What follows belongs to an exercise in optimizing a design on an open flow for small area and a short achievable clock period; a production flow would make more cautious choices.

==> flow/design.v <==
package cic_pkg;
  localparam int IN_WIDTH  = 18;
  localparam int OUT_WIDTH = 18;
  localparam int ACC_WIDTH = 42;
endpackage
module cic_round (
  input  logic [cic_pkg::ACC_WIDTH-1:0]  acc,
  input  logic [2:0]                     sel,
  output logic [cic_pkg::OUT_WIDTH-1:0]  slice,
  output logic                           rnd_bit
);
  always_comb begin
    case (sel)
      3'd0:    begin slice = acc[21:4];  rnd_bit = acc[3];  end
      3'd1:    begin slice = acc[25:8];  rnd_bit = acc[7];  end
      3'd2:    begin slice = acc[29:12]; rnd_bit = acc[11]; end
      3'd3:    begin slice = acc[33:16]; rnd_bit = acc[15]; end
      3'd4:    begin slice = acc[37:20]; rnd_bit = acc[19]; end
      default: begin slice = acc[41:24]; rnd_bit = acc[23]; end
    endcase
  end
endmodule
module cic_add #(
  parameter int W    = 42,
  parameter int KIND = 0
) (
  input  logic [W-1:0] a,
  input  logic [W-1:0] b,
  output logic [W-1:0] s
);
  localparam int L = $clog2(W);
  logic [W-1:0] g [0:2*L+1];
  logic [W-1:0] p [0:2*L+1];
  logic [W-1:0] p0;
  assign p0 = a ^ b;
  assign g[0] = a & b;
  assign p[0] = p0;
  generate
    if (KIND == 0) begin : g_sk
      for (genvar l = 0; l < L; l++) begin : lv
        for (genvar i = 0; i < W; i++) begin : bt
          if ((i >> l) & 1) begin : m
            localparam int J = ((i >> l) << l) - 1;
            assign g[l+1][i] = g[l][i] | (p[l][i] & g[l][J]);
            assign p[l+1][i] = p[l][i] & p[l][J];
          end else begin : k
            assign g[l+1][i] = g[l][i];
            assign p[l+1][i] = p[l][i];
          end
        end
      end
      assign s[0] = p0[0];
      assign s[W-1:1] = p0[W-1:1] ^ g[L][W-2:0];
    end else if (KIND == 1) begin : g_ks
      for (genvar l = 0; l < L; l++) begin : lv
        for (genvar i = 0; i < W; i++) begin : bt
          if (i >= (1 << l)) begin : m
            assign g[l+1][i] = g[l][i] | (p[l][i] & g[l][i-(1<<l)]);
            assign p[l+1][i] = p[l][i] & p[l][i-(1<<l)];
          end else begin : k
            assign g[l+1][i] = g[l][i];
            assign p[l+1][i] = p[l][i];
          end
        end
      end
      assign s[0] = p0[0];
      assign s[W-1:1] = p0[W-1:1] ^ g[L][W-2:0];
    end else if (KIND == 2) begin : g_bk
      for (genvar l = 0; l < L; l++) begin : up
        for (genvar i = 0; i < W; i++) begin : bt
          if ((i % (2 << l)) == (2 << l) - 1) begin : m
            assign g[l+1][i] = g[l][i] | (p[l][i] & g[l][i-(1<<l)]);
            assign p[l+1][i] = p[l][i] & p[l][i-(1<<l)];
          end else begin : k
            assign g[l+1][i] = g[l][i];
            assign p[l+1][i] = p[l][i];
          end
        end
      end
      for (genvar l = L - 2; l >= 0; l--) begin : dn
        for (genvar i = 0; i < W; i++) begin : bt
          if ((i % (2 << l)) == (1 << l) - 1 && i >= (2 << l)) begin : m
            assign g[2*L-1-l][i] = g[2*L-2-l][i] | (p[2*L-2-l][i] & g[2*L-2-l][i-(1<<l)]);
            assign p[2*L-1-l][i] = p[2*L-2-l][i] & p[2*L-2-l][i-(1<<l)];
          end else begin : k
            assign g[2*L-1-l][i] = g[2*L-2-l][i];
            assign p[2*L-1-l][i] = p[2*L-2-l][i];
          end
        end
      end
      assign s[0] = p0[0];
      assign s[W-1:1] = p0[W-1:1] ^ g[2*L-1][W-2:0];
    end else begin : g_hc
      for (genvar l = 0; l < L; l++) begin : lv
        for (genvar i = 0; i < W; i++) begin : bt
          if (l == 0 && (i % 2) == 1) begin : m0
            assign g[l+1][i] = g[l][i] | (p[l][i] & g[l][i-1]);
            assign p[l+1][i] = p[l][i] & p[l][i-1];
          end else if (l > 0 && (i % 2) == 1 && i >= (1 << l) + 1) begin : m
            assign g[l+1][i] = g[l][i] | (p[l][i] & g[l][i-(1<<l)]);
            assign p[l+1][i] = p[l][i] & p[l][i-(1<<l)];
          end else begin : k
            assign g[l+1][i] = g[l][i];
            assign p[l+1][i] = p[l][i];
          end
        end
      end
      for (genvar i = 0; i < W; i++) begin : ev
        if ((i % 2) == 0 && i >= 2) begin : m
          assign g[L+1][i] = g[L][i] | (p[L][i] & g[L][i-1]);
        end else begin : k
          assign g[L+1][i] = g[L][i];
        end
      end
      assign s[0] = p0[0];
      assign s[W-1:1] = p0[W-1:1] ^ g[L+1][W-2:0];
    end
  endgenerate
endmodule
module cic_interpolator (
  input  logic                clock,
  input  logic                reset_n,
  input  logic [5:0]          interpolation,
  input  logic                clear_underflow,
  output logic                underflow,
  input  logic                out_strobe,
  input  logic                in_valid,
  input  logic signed [17:0]  in_data,
  output logic                in_ready,
  output logic                out_valid,
  output logic signed [17:0]  out_data
);
  localparam int AW = cic_pkg::ACC_WIDTH;
  localparam int ADD_KIND = 2;
  logic [5:0]          phase_q;
  logic                phase_nz_q;
  logic signed [17:0]  comb_last0_q;
  logic signed [18:0]  comb1_q, comb_last1_q;
  logic signed [19:0]  comb2_q, comb_last2_q;
  logic signed [20:0]  comb3_q, comb_last3_q;
  logic signed [21:0]  comb4_q, comb_last4_q;
  logic signed [21:0]  integ1_q;
  logic [AW-1:0]       integ2_q, integ3_q, integ4_q, integ5_q;
  logic [17:0]         out_slice_q;
  logic                out_rnd_q;
  logic                out_valid_q;
  logic                underflow_q;
  logic                load_tick;
  logic                wrap;
  logic signed [17:0]  x;
  logic [2:0]          slice_sel;
  logic [AW-1:0]       sum2, sum3, sum4, sum5;
  logic [17:0]         slice;
  logic                rnd_bit;
  assign load_tick = out_strobe && !phase_nz_q;
  assign x         = in_valid ? in_data : 18'sd0;
  assign wrap      = ({1'b0, phase_q} + 7'd1) >= {1'b0, interpolation};
  always_comb begin
    if (interpolation < 6'd2 || interpolation > 6'd40) slice_sel = 3'd5;
    else if (interpolation <= 6'd2)  slice_sel = 3'd0;
    else if (interpolation <= 6'd4)  slice_sel = 3'd1;
    else if (interpolation <= 6'd8)  slice_sel = 3'd2;
    else if (interpolation <= 6'd16) slice_sel = 3'd3;
    else if (interpolation <= 6'd32) slice_sel = 3'd4;
    else                             slice_sel = 3'd5;
  end
  cic_add #(.W(AW), .KIND(ADD_KIND)) u_add2 (.a(integ2_q), .b(AW'(integ1_q)), .s(sum2));
  cic_add #(.W(AW), .KIND(ADD_KIND)) u_add3 (.a(integ3_q), .b(integ2_q), .s(sum3));
  cic_add #(.W(AW), .KIND(ADD_KIND)) u_add4 (.a(integ4_q), .b(integ3_q), .s(sum4));
  cic_add #(.W(AW), .KIND(ADD_KIND)) u_add5 (.a(integ5_q), .b(integ4_q), .s(sum5));
  cic_round u_round (
    .acc     (integ5_q),
    .sel     (slice_sel),
    .slice   (slice),
    .rnd_bit (rnd_bit)
  );
  always_ff @(posedge clock or negedge reset_n) begin
    if (!reset_n) begin
      phase_q      <= '0;
      phase_nz_q   <= 1'b0;
      comb_last0_q <= '0;
      comb1_q      <= '0;
      comb_last1_q <= '0;
      comb2_q      <= '0;
      comb_last2_q <= '0;
      comb3_q      <= '0;
      comb_last3_q <= '0;
      comb4_q      <= '0;
      comb_last4_q <= '0;
      integ1_q     <= '0;
      integ2_q     <= '0;
      integ3_q     <= '0;
      integ4_q     <= '0;
      integ5_q     <= '0;
      out_valid_q  <= 1'b0;
      underflow_q  <= 1'b0;
    end else begin
      if (out_strobe) begin
        phase_q      <= wrap ? 6'd0 : phase_q + 6'd1;
        phase_nz_q   <= !wrap;
        integ2_q     <= sum2;
        integ3_q     <= sum3;
        integ4_q     <= sum4;
        integ5_q     <= sum5;
      end
      if (load_tick) begin
        comb_last0_q <= x;
        comb1_q      <= x - comb_last0_q;
        comb_last1_q <= comb1_q;
        comb2_q      <= comb1_q - comb_last1_q;
        comb_last2_q <= comb2_q;
        comb3_q      <= comb2_q - comb_last2_q;
        comb_last3_q <= comb3_q;
        comb4_q      <= comb3_q - comb_last3_q;
        comb_last4_q <= comb4_q;
        integ1_q     <= comb_last4_q;
      end
      out_valid_q <= out_strobe;
      if (load_tick && !in_valid) underflow_q <= 1'b1;
      else if (clear_underflow)   underflow_q <= 1'b0;
    end
  end
  always_ff @(posedge clock) begin
    out_slice_q <= slice;
    out_rnd_q   <= rnd_bit;
  end
  assign in_ready  = load_tick;
  assign out_valid = out_valid_q;
  assign out_data  = out_slice_q + 18'(out_rnd_q);
  assign underflow = underflow_q;
endmodule
Settings: LEC_CHECK=0, CAP_MARGIN=20, CORE_MARGIN=2, CORE_UTILIZATION=40, PLACE_DENSITY=0.6, SETUP_SLACK_MARGIN=3.2, SLEW_MARGIN=20; clock period 6.5 ns.
run.sh (not shown) runs the stock make flow with config.mk's settings and CLKGATE_MAP_FILE= SYNTH_SCRIPT=/design/flow/synth_recipe.tcl, a recipe that flattens the netlist after the stock synthesis.
Rerun with:
--- a/flow/design.v
+++ b/flow/design.v
@@ -132,5 +132,5 @@
 );
   localparam int AW = cic_pkg::ACC_WIDTH;
-  localparam int ADD_KIND = 2;
+  localparam int ADD_KIND = 0;
   logic [5:0]          phase_q;
   logic                phase_nz_q;
Final cell count goes up by 1.0%; maximum frequency goes up by 6.1%; clock-buffer cell count goes up by 1; worst setup slack gets better by 220 ps; routed wire length stays flat; die area goes down by 1.6%; sequential cell count is unchanged; via count barely changes.
Function was not checked in any run of this note: the RTL went through the layout flow alone.

-- re-timing with driven ports --
How much do the figures lean on ideal ports? The routed layouts below were timed once more, with nothing changed but the port constraints. Step 1, drivers: a clkbuf_16 drives clock and a buf_2 each remaining input, both assumed. Step 2, shift: input delay + t, output delay - t, t = (earliest + latest rising clock arrival at the registers) / 2. This alone moves slack from input paths to output paths. Slacks: ideal ports / drivers / drivers and shift; pairs: ideal ports / drivers.
run | t, ns | setup WS [ns] | clock arrival spread, ns | slew at the worst register clock pin (ns)
the first run | 0.644 | 2.755 / 2.755 / 2.740 | 0.034 / 0.034 | 0.06 / 0.06
the second run | 0.641 | 2.970 / 2.970 / 2.359 | 0.023 / 0.022 | 0.06 / 0.06
After both steps setup and hold are still met in every run listed. For the second run, which loses most, drivers alone change the setup slack by 0.000 ns; drivers and shift together by -0.611 ns.
